Source: an optimization exercise on an open RTL-to-GDS flow (aim: small area and few clock cycles per item). Production flows keep margins and buffers that such runs may drop. At most, simulation tests tie the RTL to the original design; equivalence was not proved. No activity file was given, so power comes from the tool's default toggle rates.

lane 1:
==> flow/design.v (excerpt) <==
module lidar_frame_decoder_top (
    input  logic clk,
    input  logic rst_n,
    input  logic cfg_we,
    input  logic [15:0] cfg_wdata,
    input  logic        in_valid,
    output logic        in_ready,
    input  logic [1:0]  in_opcode,
    input  logic [1:0]  in_sensor,
    input  logic [7:0]  in_data,
    output logic        out_valid,
    input  logic        out_ready,
    output logic        out_error,
    output logic [1:0]  out_frame_event,
    output logic [16:0] out_distance,
    output logic [15:0] out_strength,
    output logic [15:0] out_temperature,
    output logic [23:0] out_version,
    output logic [15:0] out_frame_rate,
    output logic [31:0] out_baud_rate,
    output logic [1:0]  out_output_format,
    output logic [7:0]  out_response_count
);
export LEC_CHECK = 0
export CAP_MARGIN = 20
export CORE_MARGIN = 2
export CORE_UTILIZATION = 60
export SLEW_MARGIN = 20
create_clock -name core_clock -period 8.0 [get_ports {clk}]
standard.sh (not shown) runs the stock make flow with config.mk's settings and CLKGATE_MAP_FILE= SYNTH_SCRIPT=/design/flow/synth_recipe.tcl, a recipe that flattens the netlist after the stock synthesis.
==> flow/flow/run.sh <==
#!/bin/bash
# standard layout with these changes: port buffers are buf_1 cells, and CTS uses clkbuf_8
# clusters of at most 18 sinks and inserts no dummy loads
set -e
cp standard.sh standard.sh.log
export BUFFER_PORTS_ARGS="-buffer_cell sky130_fd_sc_hd__buf_1"
export CTS_ARGS="-sink_clustering_enable -repair_clock_nets -dont_use_dummy_load -buf_list sky130_fd_sc_hd__clkbuf_8 -sink_clustering_size 18 -sink_clustering_max_diameter 50"
bash standard.sh > flow_standard.log 2>&1
Testbench counts of lane 1, summed over its fixed seeds: cycles 19,240, items 19,232.
Here is what was changed in the inputs of lane 2 compared with lane 1.
--- a/flow/design.v
+++ b/flow/design.v
@@ -244,15 +244,36 @@
     always_comb
     begin
         addend = pos == 4'd0 ? 8'd0 : sum;
         addend[0] = addend[0] && !adj0;
         addend[1] = addend[1] && !adj14;
         addend[4] = addend[4] && !adj14;
     end
-    assign good = str >= thresh_reg && str != lfd_pkg::STR_SAT;
+    logic [7:0] sum_nxt, cnt_inc;
+    logic [8:0] sc, ic;
+    always_comb
+    begin
+        sc[0] = 1'b0;
+        ic[0] = 1'b1;
+        for (int i = 0; i < 8; i++)
+        begin
+            sum_nxt[i] = addend[i] ^ req_data[i] ^ sc[i];
+            sc[i+1] = (addend[i] && req_data[i]) || (sc[i] && (addend[i] ^ req_data[i]));
+            cnt_inc[i] = cnt[i] ^ ic[i];
+            ic[i+1] = cnt[i] && ic[i];
+        end
+    end
+    logic [16:0] gc;
+    always_comb
+    begin
+        gc[0] = 1'b1;
+        for (int i = 0; i < 16; i++)
+            gc[i+1] = (str[i] && !thresh_reg[i]) || (gc[i] && (str[i] || !thresh_reg[i]));
+    end
+    assign good = gc[16] && str != lfd_pkg::STR_SAT;
     assign show = is_read && ok && !stale && good;
     always_comb
     begin
         out_error = !ok;
         out_frame_event = (ok && is_byte && last) ? ev : lfd_pkg::EV_NONE;
         out_strength = {16{show}} & str;
         out_temperature = '0;
@@ -330,25 +351,25 @@
             end
             always_ff @(posedge clk)
             begin
                 if (wr_byte[g])
                 begin
                     fb_r[g] <= {fb_r[g][39:0], req_data};
                     kind_r[g] <= kind_nxt;
-                    sum_r[g] <= addend + req_data;
+                    sum_r[g] <= sum_nxt;
                 end
                 if (wr_last[g] && set_meas)
                     {rng_r[g], str_r[g], temp_r[g]} <= {fb_r[g][39:32], fb_r[g][47:40],
                                                         fb_r[g][23:16], fb_r[g][31:24],
                                                         fb_r[g][7:0],   fb_r[g][15:8]};
                 if (wr_last[g] && set_ver)
                     ver_r[g] <= {fb_r[g][23:16], fb_r[g][31:24], fb_r[g][39:32]};
                 if (wr_last[g] && set_rate)
                     rate_r[g] <= {fb_r[g][31:24], fb_r[g][39:32]};
                 if (wr_last[g] && set_baud)
                     baud_r[g] <= {fb_r[g][15:8], fb_r[g][23:16], fb_r[g][31:24], fb_r[g][39:32]};
                 if (wr_last[g] && resp)
-                    cnt_r[g] <= cnt + 8'd1;
+                    cnt_r[g] <= cnt_inc;
             end
         end
     endgenerate
 endmodule
--- outcome ---
Higher cell count after synthesis goes to lane 1 over lane 2.
Number of flops mapped to enable cells by yosys across lane 2 and lane 1: no real change.
Lower total power was reported by lane 2, not lane 1.
Lane 2 against lane 1: fraction of power consumed by the clock network -0.6 points, count of routing violations after the opening detailed-route iteration -197, synthesized area -about 2%, post-layout utilization of the core +0.48 points.
Testbench counts of lane 2, summed over its fixed seeds: cycles 19,240, items 19,232.


== run a ==
lidar_frame_decoder_top again, from the RTL that the note above started with.
Settings: LEC_CHECK=0, CAP_MARGIN=20, CORE_MARGIN=2, CORE_UTILIZATION=40, SLEW_MARGIN=20; clock period 8.0 ns.
==> flow/flow/run.sh <==
#!/bin/bash
# standard layout with two changes: port buffers are buf_1 cells and CTS inserts no dummy loads
set -e
cp standard.sh standard.sh.log
export BUFFER_PORTS_ARGS="-buffer_cell sky130_fd_sc_hd__buf_1"
export CTS_ARGS="-sink_clustering_enable -repair_clock_nets -dont_use_dummy_load"
bash standard.sh > flow_standard.log 2>&1
Testbench counts of run a, summed over its fixed seeds: cycles 19,240, items 19,232.
Setup changes, run a to run b
-- flow/design.v --
<<< run a, line 150
    logic [15:0] thresh_reg;
    logic        req_valid;
    logic [NS-1:0] req_sel;      
    logic        req_byte, req_read, req_info;
    logic [7:0]  req_data;
    logic [3:0]  pos_r   [NS];
>>> run b, line 150
    logic [15:0] thresh_reg;
    logic        req_valid;
    logic [1:0]  req_op, req_sens;
    logic [7:0]  req_data;
    logic [3:0]  pos_r   [NS];
<<< run a, line 202
    begin
        if (in_ready && in_valid)
        begin
            for (int s = 0; s < NS; s++)
                req_sel[s] <= in_sensor == 2'(s);
            req_byte <= in_opcode == lfd_pkg::OP_BYTE;
            req_read <= in_opcode == lfd_pkg::OP_READ;
            req_info <= in_opcode == lfd_pkg::OP_INFO;
            req_data <= in_data;
        end
    end
    assign is_byte = req_byte;
    assign is_read = req_read;
    assign is_info = req_info;
    always_comb
    begin
        for (int s = 0; s < NS; s++)
        begin
            sel[s] = req_sel[s];
            sel_info[s] = sel[s] && is_info;
            sel_read[s] = sel[s] && is_read;
>>> run b, line 201
    begin
        if (in_ready && in_valid)
            {req_op, req_sens, req_data} <= {in_opcode, in_sensor, in_data};
    end
    assign is_byte = req_op == lfd_pkg::OP_BYTE;
    assign is_read = req_op == lfd_pkg::OP_READ;
    assign is_info = req_op == lfd_pkg::OP_INFO;
    always_comb
    begin
        for (int s = 0; s < NS; s++)
        begin
            sel[s] = req_sens == 2'(s);
            sel_info[s] = sel[s] && is_info;
            sel_read[s] = sel[s] && is_read;
[summary]
- Compared with run a, run b shows a higher post-layout instance area.
- Re number of clock sinks: run b is about 0.32% down on run a.
- Diff run a -> run b: number of tap cells inserted up 17, least setup slack across all paths after layout up 0.11 ns.
- Looking at critical path depth across run a and run b, the one that comes out lower is run a.
- Row buffering stage count on the worst path with inverters included: run b higher / run a lower
- Run b falls short of run a in routed wire length.
- Run b: leakage power total higher than run a
- Synthesized-area fraction occupied by ao, oa, aoi and oai cells: run b vs run a down 0.61 points
- Largest incremental delay on the critical path down 0.17 ns in run b wrt run a
- In run b relative to run a, via-per-instance ratio had gone down slightly.
- Between run b and run a, it is run b whose number of buffers outside the clock class in the layout is lower, by 1.9%.
- When run b is set beside run a, its hold slack turns out to be 0.028 ns smaller.
No functional check of the RTL was part of run b.

[what the ideal ports hide]
How much do the figures lean on ideal ports? The routed layouts below were timed once more, with nothing changed but the port constraints. Step 1 assumes that a clkbuf_16 drives the clock port and a buf_2 every other input. Step 2 also shifts input and output timing later by t, the mid clock arrival at the registers, as if the neighbouring blocks saw the same clock. Three values: no drivers, after step 1, after step 2; two values: the first two.
run | shift t [ns] | setup slack, ns | hold slack, ns | worst setup path after step 2 | pins driven straight from the clock port
lane 1 | 0.689 | 1.297 / 1.245 / 1.934 | 0.403 / 0.403 / 0.403 | register to output | 1
lane 2 | 0.685 | 2.202 / 2.152 / 2.232 | 0.425 / 0.425 / 0.425 | register to register | 1
run a | 0.664 | 1.402 / 1.342 / 2.007 | 0.415 / 0.415 / 0.415 | register to output | 1
run b | 0.668 | 1.515 / 1.454 / 2.122 | 0.388 / 0.388 / 0.388 | register to output | 1
After both steps setup and hold are still met in every run listed.
